From an optimization exercise on the open Yosys and OpenROAD flow, aimed at a short achievable clock period and few clock cycles per item; shortcuts taken in it are not production practice.
The RTL was checked by simulation tests, not by an equivalence proof against the original design.
Power figures rest on the tool's default switching activity, not on a simulated workload.

[flow/config.mk]
export PLATFORM = sky130hd
export DESIGN_NAME = ooo_core
export DESIGN_NICKNAME = ooo_core
export VERILOG_FILES = /design/flow/design.v
export SDC_FILE = /design/flow/constraint.sdc
export NUM_CORES = 4
export LEC_CHECK = 0
export ABC_CLOCK_PERIOD_IN_PS = 2500
export CAP_MARGIN = 20
export CORE_MARGIN = 2
export CORE_UTILIZATION = 40
export SETUP_SLACK_MARGIN = 3.8
export SLEW_MARGIN = 20
[flow/design.v]
`timescale 1ns/10ps
module reg_rename_file
(
    input  logic        clk_in,
    input  logic        rst_in,
    input  logic [31:0] rd1_oh,
    input  logic [31:0] rd2_oh,
    output logic [31:0] rd1_value,
    output logic [31:0] rd2_value,
    input  logic        wr_en,
    input  logic [4:0]  wr_rd,
    input  logic [31:0] wr_value
);
    logic [31:0] reg_value [1:31];
    logic [31:1] reg_live;          
    always_comb
    begin
        rd1_value = '0;
        rd2_value = '0;
        for (int i = 1; i < 32; i++)
        begin
            rd1_value = rd1_value | ({32{rd1_oh[i] & reg_live[i]}} & reg_value[i]);
            rd2_value = rd2_value | ({32{rd2_oh[i] & reg_live[i]}} & reg_value[i]);
        end
    end
    always_ff @(posedge clk_in)
    begin
        if (rst_in)
        begin
            reg_live <= '0;
        end
        else
        begin
            for (int i = 1; i < 32; i++)
            begin
                if (wr_en && (wr_rd == 5'(i)))
                    reg_live[i] <= 1'b1;
            end
        end
    end
    always_ff @(posedge clk_in)
    begin
        for (int i = 1; i < 32; i++)
        begin
            if (wr_en && (wr_rd == 5'(i)))
                reg_value[i] <= wr_value;
        end
    end
endmodule
`timescale 1ns/10ps
module reorder_buffer
(
    input  logic        clk_in,
    input  logic        rst_in,
    input  logic        rdy_in,
    input  logic        in_valid,
    input  logic [4:0]  in_rd,
    input  logic [31:0] in_value,
    output logic        commit_valid,
    output logic [4:0]  commit_rd,
    output logic [31:0] commit_value
);
    logic pending;    
    assign commit_valid = pending & rdy_in;    
    always_ff @(posedge clk_in)
    begin
        if (rst_in)
            pending <= 1'b0;
        else if (rdy_in)
            pending <= in_valid;
    end
    always_ff @(posedge clk_in)
    begin
        if (rdy_in)
        begin
            commit_rd    <= in_rd;
            commit_value <= in_value;
        end
    end
endmodule
`timescale 1ns/10ps
module reservation_station
(
    input  logic [9:0]  op_oh,      
    input  logic [31:0] a,
    input  logic [31:0] b,
    output logic [31:0] result
);
    logic [31:0] r_add, r_sub, r_sll, r_srl, r_sra;
    logic        lt_s, lt_u;
    assign r_add = a + b;
    assign r_sub = a - b;
    assign r_sll = a << b[4:0];
    assign r_srl = a >> b[4:0];
    assign r_sra = $signed(a) >>> b[4:0];
    assign lt_s  = $signed(a) < $signed(b);
    assign lt_u  = a < b;
    assign result = ({32{op_oh[0]}} & r_add)
                  | ({32{op_oh[1]}} & r_sub)
                  | ({32{op_oh[2]}} & r_sll)
                  | {31'b0, op_oh[3] & lt_s}
                  | {31'b0, op_oh[4] & lt_u}
                  | ({32{op_oh[5]}} & (a ^ b))
                  | ({32{op_oh[6]}} & r_srl)
                  | ({32{op_oh[7]}} & r_sra)
                  | ({32{op_oh[8]}} & (a | b))
                  | ({32{op_oh[9]}} & (a & b));
endmodule
`timescale 1ns/10ps
module dispatch_unit
(
    input  logic [3:0]  issue_op,
    input  logic [4:0]  issue_rs1,
    input  logic [4:0]  issue_rs2,
    input  logic        issue_use_imm,
    input  logic        ahead_valid,    
    input  logic [4:0]  ahead_rd,
    output logic [9:0]  op_oh,          
    output logic [31:0] rs1_oh,
    output logic [31:0] rs2_oh,
    output logic        fwd1,
    output logic        fwd2
);
    always_comb
    begin
        op_oh = '0;
        if (issue_op > 4'd9)
            op_oh[0] = 1'b1;            
        else
            op_oh[issue_op] = 1'b1;
        rs1_oh = '0;
        rs2_oh = '0;
        for (int i = 1; i < 32; i++)    
        begin
            rs1_oh[i] = (issue_rs1 == 5'(i));
            rs2_oh[i] = (issue_rs2 == 5'(i));
        end
    end
    assign fwd1 = ahead_valid && (ahead_rd != '0) && (issue_rs1 == ahead_rd);
    assign fwd2 = ahead_valid && (ahead_rd != '0) && (issue_rs2 == ahead_rd) && !issue_use_imm;
endmodule
`timescale 1ns/10ps
module ooo_core
(
    input  logic     clk_in,
    input  logic     rst_in,
    input  logic     rdy_in,         
    input  logic     issue_valid,
    input  logic     issue_use_imm,
    input  logic [3:0]  issue_op,
    input  logic [4:0] issue_rs1,
    input  logic [4:0] issue_rs2,
    input  logic [4:0] issue_rd,
    input  logic [31:0]    issue_imm,
    output logic     issue_ready,
    output logic     commit_valid,
    output logic [4:0] commit_rd,
    output logic [31:0]    commit_value
);
    logic        accept;
    logic        ready_q;           
    logic        d_valid;
    logic [9:0]  d_op_oh;           
    logic [4:0]  d_rd;
    logic [31:0] d_rs1_oh;          
    logic [31:0] d_rs2_oh;
    logic        d_fwd1;            
    logic        d_fwd2;
    logic        d_use_imm;
    logic [31:0] d_imm;
    logic        e_valid;
    logic [9:0]  e_op_oh;
    logic [4:0]  e_rd;
    logic [31:0] e_a;
    logic [31:0] e_b;
    logic [31:0] e_result;
    logic [31:0] rd1_value, rd2_value;
    logic [31:0] op_a, op_b;
    logic [9:0]  issue_op_oh;
    logic [31:0] issue_rs1_oh, issue_rs2_oh;
    logic        issue_fwd1, issue_fwd2;
    assign issue_ready = ready_q;
    assign accept      = issue_valid && rdy_in;
    dispatch_unit u_dispatch (
        .issue_op, .issue_rs1, .issue_rs2, .issue_use_imm,
        .ahead_valid(d_valid), .ahead_rd(d_rd),
        .op_oh(issue_op_oh), .rs1_oh(issue_rs1_oh), .rs2_oh(issue_rs2_oh),
        .fwd1(issue_fwd1), .fwd2(issue_fwd2)
    );
    reg_rename_file u_regs (
        .clk_in, .rst_in,
        .rd1_oh(d_rs1_oh), .rd2_oh(d_rs2_oh),
        .rd1_value, .rd2_value,
        .wr_en(e_valid), .wr_rd(e_rd), .wr_value(e_result)
    );
    reservation_station u_alu (
        .op_oh(e_op_oh), .a(e_a), .b(e_b), .result(e_result)
    );
    reorder_buffer u_commit (
        .clk_in, .rst_in, .rdy_in,
        .in_valid(e_valid), .in_rd(e_rd), .in_value(e_result),
        .commit_valid, .commit_rd, .commit_value
    );
    assign op_a = d_fwd1 ? e_result : rd1_value;
    assign op_b = d_fwd2 ? e_result : (d_use_imm ? d_imm : rd2_value);
    always_ff @(posedge clk_in)
    begin
        if (rst_in)
        begin
            ready_q <= 1'b1;
            d_valid <= 1'b0;
            e_valid <= 1'b0;
        end
        else if (rdy_in)
        begin
            d_valid <= accept;
            e_valid <= d_valid;
        end
    end
    always_ff @(posedge clk_in)
    begin
        if (rdy_in)
        begin
            d_op_oh   <= issue_op_oh;
            d_rd      <= issue_rd;
            d_rs1_oh  <= issue_rs1_oh;
            d_rs2_oh  <= issue_rs2_oh;
            d_fwd1    <= issue_fwd1;
            d_fwd2    <= issue_fwd2;
            d_use_imm <= issue_use_imm;
            d_imm     <= issue_imm;
            e_op_oh   <= d_op_oh;
            e_rd      <= d_rd;
            e_a       <= op_a;
            e_b       <= op_b;
        end
    end
endmodule
[flow/run.sh]
#!/bin/bash
# synth_recipe.tcl (not shown) runs the flow's synth.tcl, then flattens the netlist and writes it again
# the make line also repeats each setting of config.mk as NAME=value (left out here)
make -C /OpenROAD-flow-scripts/flow DESIGN_CONFIG=/design/flow/config.mk WORK_HOME=/design/flow/orfs CLKGATE_MAP_FILE= SYNTH_SCRIPT=/design/flow/synth_recipe.tcl finish
[flow/constraint.sdc]
create_clock -name core_clock -period 7.0 [get_ports {clk_in}]
set_input_delay 1.4000 -clock core_clock [delete_from_list [all_inputs] [get_ports {clk_in}]]
set_output_delay 1.4000 -clock core_clock [all_outputs]
set_load 0.01 [all_outputs]
==> results of run 1 <==
per-layer routing:
layer | vias to the layer above | global-route usage [%] | part of all wire, %
li1 | 19500 | - | -
met1 | 26200 | 49.4 | 33
met2 | 6556 | 53.8 | 38
met3 | 1924 | 22.4 | 20
met4 | 16 | 25.2 | 8.8
met5 | - | 0.989 | 0.092
worst max path at each step:
stage,start,endpoint,slack (ns),depth (start not counted)
finish,e_b[0],u_commit.commit_value[24],3.20,15
global route,e_a[21],e_b[28],3.24,13
CTS,e_b[0],e_a[24],3.32,15
detailed placement,e_b[0],u_regs.reg_value[3][26],2.08,11
global placement,e_b[0],u_commit.commit_value[26],2.06,11
floorplan,e_b[1],e_a[27],3.25,15
kinds of logic (layout without fill, tap and decap cells):
| family | count (synthesis) | in the layout |
|---|---|---|
| AND/OR/NAND/NOR | 952 | 961 |
| adder cells (fa/ha/maj) | 103 | 103 |
| other | 1 | 10 |
| buffers and inverters | 498 | 908 |
| XOR/XNOR | 30 | 30 |
| AO/OA/AOI/OAI | 1598 | 1622 |
| flip-flops | 1254 | 1254 |
| multiplexers | 131 | 131 |
area by class of cell:
| type | instances | area (µm²) |
|---|---|---|
| fillers | 12500 | 74000 |
| flip-flops and latches | 1254 | 37300 |
| multi-input cells | 2848 | 23100 |
| repair buffers | 534 | 5570 |
| clock buffers | 162 | 3710 |
| well taps | 1930 | 2410 |
| clock inverters | 88 | 912 |
| inverters | 113 | 504 |
| repair inverters | 11 | 87.6 |
| diodes | 9 | 22.5 |
layout by cell type, fill, tap and decap left out, types with 17 or more instances in the layout:
master	n
edfxtp_1	1220
a22oi_1	416
buf_4	289
a221oi_1	276
a22o_1	274
nor2_1	251
a21oi_1	163
nand2_1	152
clkbuf_16	150
nand4_1	141
nand3_1	105
o21ai_0	89
inv_1	82
clkdlybuf4s50_1	81
buf_6	75
mux2i_1	61
and2_2	61
ha_1	61
buf_12	51
nor3_1	44
dfxtp_1	34
nor2_4	33
mux2_2	29
a21o_1	28
o211ai_1	26
clkinv_2	26
o32ai_1	25
mux4_2	24
ha_4	24
clkinv_1	23
nand2b_1	22
nor2b_1	22
clkinvlp_4	22
a21oi_2	21
a21oi_4	19
a31oi_1	17
power by group:
group | total, mW | internal (mW) | leakage (nW) | switching, mW
clock network | 7.59 | 4.40 | 2.26 | 3.19
registers | 8.71 | 8.61 | 11.4 | 0.102
logic | 3.54 | 1.33 | 10.7 | 2.22
total | 19.8 | 14.3 | 24.4 | 5.51
flip-flops by register name (all words and copies together), names as in the netlist, 5 cells and up:
| register | cells |
|---|---|
| d_rs2_oh | 31 |
| u_commit.commit_value | 32 |
| e_b | 32 |
| d_rs1_oh | 31 |
| d_imm | 32 |
| e_rd | 5 |
| u_commit.commit_rd | 5 |
| u_regs.reg_live | 31 |
| d_op_oh | 10 |
| d_rd | 5 |
| e_a | 32 |
| e_op_oh | 10 |
| u_regs.reg_value | 992 |
critical path, stage by stage (launching register included):
cell and delay, ns:
edfxtp_1 0.47, buf_6 0.18, ha_4 0.16, fa_2 0.39
o21bai_4 0.17, a311oi_4 0.16, nor3_2 0.26, o21ai_2 0.13
a311oi_2 0.24, buf_4 0.17, o311ai_4 0.11, a221oi_4 0.30
buf_12 0.14, buf_8 0.13, o221ai_4 0.24, buf_12 0.24
through the flow:
step	util (%)	hold WS (ns)	std cells	area (µm²)	total power, mW
floorplan	-	0.400	4567	59900	10.1
global route	49.9	0.423	6943	73600	20.2
detailed placement	42.7	0.405	6358	63000	11.0
CTS	48.6	0.419	6835	71700	19.3
global placement	42.7	0.407	6357	63000	11.0
finish	49.9	0.419	6949	73600	19.8
what timing repair did:
item                                    in CTS  in global routing
gates cloned                                50                 15
pin swaps                                   85                 97
hold buffers                                 0                  0
resized for setup                          354                189
buffers inserted                           177                 88
endpoints found under the setup margin    1097               1011
==> run summary, run 1 <==
Synth:
- The multiplexer share of the synthesized area is 2.77%.
- The area fraction of the dominant cell type after synthesis is 61.6%.
- The most common cell in the synthesized netlist is edfxtp_1.
- The dominant combinational cell family by area after synthesis is compound AO/OA/AOI/OAI gates.
- The distinct cell type count of the synthesized netlist is 100.
- The fraction of synthesized cell area in xor and xnor cells is 0.442%.
- Yosys attributes the largest share of cell area to edfxtp_1, a22oi_1, a221oi_1.
- The share of the synthesized area in compound gates (AO/OA/AOI/OAI) is 20.5%.
- edfxtp_1 takes more of the synthesized area than any other cell.
- The fraction of synthesis flops using an asynchronous set or reset pin is 0%.
- The Yosys step of the flow raised 5 warnings.
- The synthesized netlist net count is 4,726.
- The gate count after technology mapping is 4,567.
- The synthesized netlist occupies a cell area of 59,400 µm².
- The mean cell area of the mapped netlist is 13.0 µm².
- The basic-gate share of the synthesized area counting and, or, nand and nor cells is 7.93%.
- Sorting the synthesized cells by how often they occur yields edfxtp_1, a22oi_1, clkbuf_1, nor2_1, a221oi_1.
- Of the total synthesized cell area, the portion taken by full adders, half adders and majority gates is 2.19%.
- The predominant post-synthesis flop cell is edfxtp_1.
- The sequential share of the synthesized area is 62.8%.
- Counting flops with a built-in enable in the synthesized netlist gives 1,220.
- The flop and latch count out of synthesis is 1,254.

Global routing:
- The wire length of the first global-routing pass is 417,000 µm.
- The number of global-route vias before repair is 49,800.
- The total routing usage reported by global routing is 40.1%.
- The initial antenna violation count was 14.
- The total overflow left after global routing is 0.
- The largest net degree at the start of global routing is 69.

Placement:
- Routability-driven placement finished with a final weighted congestion of 1.01.
- The HPWL after detailed placement is 165,000 µm.
- The pre-CTS setup slack is 2.08 ns.
- The port buffer count is 93.

Route:
- In the routed design, unresolved DRC markers number 0.
- The detailed router placed 54,100 vias in this run.
- The number of violations reported at the end of detailed-routing iteration 0 is 12,900.
- Wires add up to 317,000 µm.
- In the final routed layout, each cell accounts on average for 45.6 µm.
- After detailed routing, the number of vias per cell comes to 7.79.
- The detail route stage leaves a number of antenna-violating nets equal to 0.
- The pre-antenna-repair detailed-routing pass consisted of 11 iterations.

Outcome:
- The flow ran to the end and the layout has no timing, DRC or antenna violations.

Worst hold path:
- The startpoint identified for the worst hold timing path is d_op_oh[6].
- The end point of the most critical hold path is e_op_oh[6].
- The min-delay analysis places its worst path in the category register to register.
- Along the worst hold path, the cell count comes to 0.

Clocking:
- The clock latency of the later-clocked register in the worst-skew pair is 0.82 ns.
- TritonCTS built the clock tree.
- The number of clock buffers added by TritonCTS is 136.
- The number of buffers on the longest clock path is 3.
- The clock transition at the registers of the reported paths is 0.06 ns.
- The clock root buffer is clkbuf_16.
- The tree built by TritonCTS fans out to 1,254 sinks.
- The maximum level of the CTS H-tree is 4.

Worst setup path:
- STA classifies the critical path endpoint as a register.
- The critical path arrival is 4.33 ns.
- The worst reg2reg path endpoint is u_commit.commit_value[24].
- The startpoint identified for the worst register-to-register timing path is e_b[0].
- In this run the worst path has a maximum fanout of 10.
- The critical path in this run is classified as register to register.
- The setup slack on the worst flop-to-flop path is 3.20 ns.
- The required time of the critical path is 7.53 ns.
- The launching element type of the critical path is a register.
- The number of cells on the worst reg-to-reg path is 15.

Finish:
- The net total in the final layout is 5,057.
- The fraction of layout instances using a drive strength above 1 is 23.2%.
- Compared with the post-synthesis result, the final layout area differs by 23.9%.

Floorplan:
- 95 I/O pins were placed.
- After floorplanning, the core was divided into 141 placement rows.
- For this configuration, the core starts out at a cell density of 40.2%.
- The area inside the core boundary is 148,000 µm².
- The die width is 389 µm.
- The height of the die is 389 µm.
- The floorplan step defined a die boundary enclosing 152,000 µm².

STA:
- Setup repair after global routing could not meet its margin everywhere.
- The clock period minus final worst setup slack is 3.80 ns.
- Across all setup checks in the final design, the least slack found is 3.20 ns.
- The final clock period utilization by the worst path is 54.3%.
- The clock skew is 0.0416 ns.
- In the final timing run, aggregate negative setup slack is 0 ns.
- In this run the tightest slew margin relative to its limit is 12.4%.
- Based on the critical path, the design can be clocked at up to 263 MHz.
- The number of setup violations in the final report is 0.
- The total count of max-transition violations in the final report came to 0.
- The number of hold violations in the final report was 0.
- At the pin with the least slew margin, the transition time is 1.31 ns.

Pwr:
- The worst IR drop on VDD is 0.000192 V.
- The leakage power of the design is 24.4 nW.
- The total power divided by cell area is 270 nW/µm².

Job:
- The tool flagged a number of max-cap violations equal to 0.
Testbench counts, summed over its fixed seeds: cycles 4,824, items 4,800.
==> run 2, diff against run 1 <==
--- a/flow/config.mk
+++ b/flow/config.mk
@@ -7,3 +7,2 @@
 export LEC_CHECK = 0
-export ABC_CLOCK_PERIOD_IN_PS = 2500
 export CAP_MARGIN = 20
@@ -11,3 +10,2 @@
 export CORE_UTILIZATION = 40
-export SETUP_SLACK_MARGIN = 3.8
 export SLEW_MARGIN = 20
==> run summary, run 2 <==
Clocking:
- Gates resized during post-CTS repair numbered 0.
- The number of clock sinks is 1,254.
- The buffer count from post-CTS setup fixing is 0.
- Counting along the longest clock path gives a buffer depth of 3.
- The clock tree from TritonCTS is built.
- The number of buffers created by CTS is 133.
- After clock tree synthesis, the clock-pin slew on the worst setup and hold paths is 0.07 ns.
- At the later pin of the worst-skew pair, clock insertion delay measures 0.82 ns.
- After clock tree synthesis, the flow added hold-fix buffers numbering 0.
- The clock tree synthesis step divided the H-tree into 4 levels.
- CTS placed an instance of clkbuf_16 at the clock tree root.

Synth:
- The area fraction of the dominant cell type after synthesis is 61.6%.
- The summed instance area of the synthesized netlist is 59,400 µm².
- The sequential share of the synthesized area is 62.8%.
- Yosys mapped a number of flops with a built-in enable equal to 1,220.
- In the post-synthesis netlist, the cell with the most instances is edfxtp_1.
- After synthesis, the most frequently instantiated cells are edfxtp_1, a22oi_1, clkbuf_1, nor2_1, a221oi_1.
- edfxtp_1 takes more of the synthesized area than any other cell.
- For this run, the number of Yosys warnings is 5.
- Synthesis handed over a netlist of 4,567 instances.
- In this run, synthesis produced a sequential element count of 1,254.
- The synthesized netlist net count is 4,726.
- The number of different library cells used by synthesis comes to 100.
- The mean cell area of the mapped netlist is 13.0 µm².
- The fraction of synthesis flops using an asynchronous set or reset pin is 0%.
- Sorting the synthesized cells by area gives the leading types as edfxtp_1, a22oi_1, a221oi_1.
- The predominant post-synthesis flop cell is edfxtp_1.

STA:
- In the finished design, the share of the clock period the worst path needs comes to 77.5%.
- Setup violations remaining at the end of the flow were counted as 0.
- The peak clock frequency supported by timing is 184 MHz.
- The number of hold violations in the final report is 0.
- The total negative setup slack is 0 ns.
- The total count of max-transition violations in the final report came to 0.
- Setup repair after global routing left no endpoint under its margin.
- Headroom to the max-slew limit came out at 13.5%.
- On the final layout, the worst clock skew is 0.0368 ns.
- For the pin with the worst max-slew slack, the measured transition is 1.30 ns.
- Subtracting the final worst setup slack from the clock period gives 5.43 ns.

Worst hold path:
- The path class of the lowest-slack min-delay path is register to register.

Floorplan:
- The core region is 148,000 µm².
- The die width is 389 µm.
- The floorplan step defined a die boundary enclosing 152,000 µm².
- The starting density of the core is 40.2%.
- Pin placement for this block handled 95 I/O pins.
- After floorplanning, the core was divided into 141 placement rows.
- The die is 389 µm tall.

Worst setup path:
- In this run the worst path has a maximum fanout of 32.
- By startpoint and endpoint, the worst setup path is classified as register to register.
- The critical path arrival is 5.77 ns.
- The launching element type of the critical path is a register.
- Data on the critical path is required at its endpoint by 7.34 ns.
- The endpoint kind of the worst setup timing path is a register.

Route:
- In the final routed layout, each cell accounts on average for 43.9 µm.
- The number of vias in the routed layout is 51,100.
- The via density per instance is 7.72.
- The remaining routing DRC violations is 0.
- The number of violations reported at the end of detailed-routing iteration 0 is 11,200.
- The detailed-router iteration count before antenna repair is 9.
- The number of routed nets with antenna violations is 0.
- Summed over all layers, the routed wires come to 291,000 µm.

Global routing:
- The number of global-route vias before repair is 46,600.
- Global routing consumed, over all layers together, 37.0% of the routing resources.
- The largest net degree at the start of global routing is 67.
- The wire length of the first global-routing pass is 387,000 µm.
- The initial antenna violation count is 16.
- Summed over all layers, the global routing overflow is 0.

Outcome:
- The flow ran to the end and the layout has no timing, DRC or antenna violations.

Finish:
- The number of fillers in the final layout is 13,000.
- The fraction of layout instances using a drive strength above 1 is 12.2%.
- The area of the multi-input gates is 20,500 µm².
- The largest register by flop count is u_regs.reg_value.
- The total area of sequential cells is 37,300 µm².
- The most common cell after layout, fill and taps aside is edfxtp_1.
- The library cells used most frequently in the layout, excluding fill and tap cells, are edfxtp_1, a22oi_1, a221oi_1.
- The total non-filler cell area in the finished layout is 67,300 µm².
- The net total in the final layout is 4,735.
- The number of flip-flops in the largest register is 992.
- The area overhead of the layout relative to synthesis is 13.2%.

Job:
- The number of max-cap violations is 0.

Placement:
- The placer's final routability congestion estimate is 1.03.
- The HPWL after detailed placement is 164,000 µm.
- After detailed placement, the total cell area comes to 62,800 µm².
- In this run the tool buffered the top-level ports with 93 buffer cells.

Pwr:
- For this design the static power due to leakage is 22.0 nW.
- In this run the power density over the cells is 271 nW/µm².
- The worst IR drop on VDD is 0.000242 V.
==> run 2: cell counts after synthesis <==
Identical to the previous run, type by type.
==> run 2: kinds of logic after synthesis <==
| family | count (synthesis) | synth area share [%] |
|---|---|---|
| flip-flops | 1254 | 62.8 |
| adder cells (fa/ha/maj) | 103 | 2.19 |
| AND/OR/NAND/NOR | 952 | 7.93 |
| XOR/XNOR | 30 | 0.442 |
| AO/OA/AOI/OAI | 1598 | 20.5 |
| multiplexers | 131 | 2.77 |
| other | 1 | 0.00631 |
| buffers and inverters | 498 | 3.40 |
==> run 2: final cells by class <==
cell class,instances,area share (%)
Sequential cell,1254,55.5
Multi-Input combinational cell,2815,30.5
Clock buffer,154,5.12
Tap cell,1930,3.59
Timing Repair Buffer,259,3.24
Clock inverter,84,1.44
Inverter,113,0.630
Antenna cell,14,0.0521
==> run 2: worst max-delay path: stages, from the launching register on <==
cell	delay [ns]
edfxtp_1	0.53
inv_1	0.09
ha_1	0.47
or3_2	0.60
or2_1	0.30
nor4_1	0.33
nor3_1	0.16
buf_4	0.19
o22ai_1	0.33
o2111ai_1	0.22
a31oi_1	0.97
inv_1	0.76
==> run 2: per-layer routing <==
layer	track usage (%)	wire length (µm)	vias to the layer above
met5	1.18	389	-
met4	22.7	23500	25
met3	17.3	51400	1687
met2	50.6	115000	5947
met1	47.0	99900	24800
li1	-	-	18700
==> run 2: where the power goes <==
group | switching [mW] | internal [mW]
Sequential | 0.115 | 8.62
Clock | 3.17 | 4.23
Combinational | 1.49 | 0.606
Total | 4.77 | 13.5
==> run 2: path summary, 6_finish.rpt <==
path,to,cells after the start,start,slack [ns]
min,e_op_oh[1],0,d_op_oh[1],0.41
min reg2reg,e_op_oh[1],0,d_op_oh[1],0.41
max,u_regs.reg_value[3][0],11,e_a[16],1.57
max reg2reg,u_regs.reg_value[3][0],11,e_a[16],1.57
==> run 2: through the flow <==
step                utilization (%)  hold slack, ns  total power [mW]  worst slack (ns)  cells
floorplan                         -           0.400              10.0              1.72   4567
global route                   45.5           0.427              18.6              1.54   6609
detailed placement             42.5           0.405              10.9              1.98   6371
finish                         45.6           0.414              18.2              1.57   6623
global placement               42.5           0.404              10.9              2.05   6370
CTS                            45.5           0.413              18.1              1.92   6609

-- static timing again, ports no longer ideal --
How much do the figures lean on ideal ports? The routed layouts below were timed once more, with nothing changed but the port constraints.
Step 1 sets driving cells, clkbuf_16 on the clock port and buf_2 on the other inputs (assumed; they add their load-dependent delay and slew).
Step 2 adds t to the input delays and takes it off the output delays; t is the mean of the earliest and latest rising clock arrival at the registers after step 1. Input paths then give back, and output paths get back, about the clock's delay inside the block.
Three values: ideal, step 1, step 2; two values: the first two.
| run | shift t [ns] | slack for setup (ns) | latest minus earliest clock arrival (ns) | worst data-port slew with drivers (ns) |
|---|---|---|---|---|
| run 1 | 0.885 | 3.200 / 3.200 / 2.995 | 0.042 / 0.043 | 0.28 |
| run 2 | 0.881 | 1.572 / 1.572 / 1.572 | 0.038 / 0.038 | 0.10 |
After both steps every run listed still meets setup and hold. For run 1, which loses most, drivers alone change the setup slack by 0.000 ns; drivers and shift together by -0.205 ns.
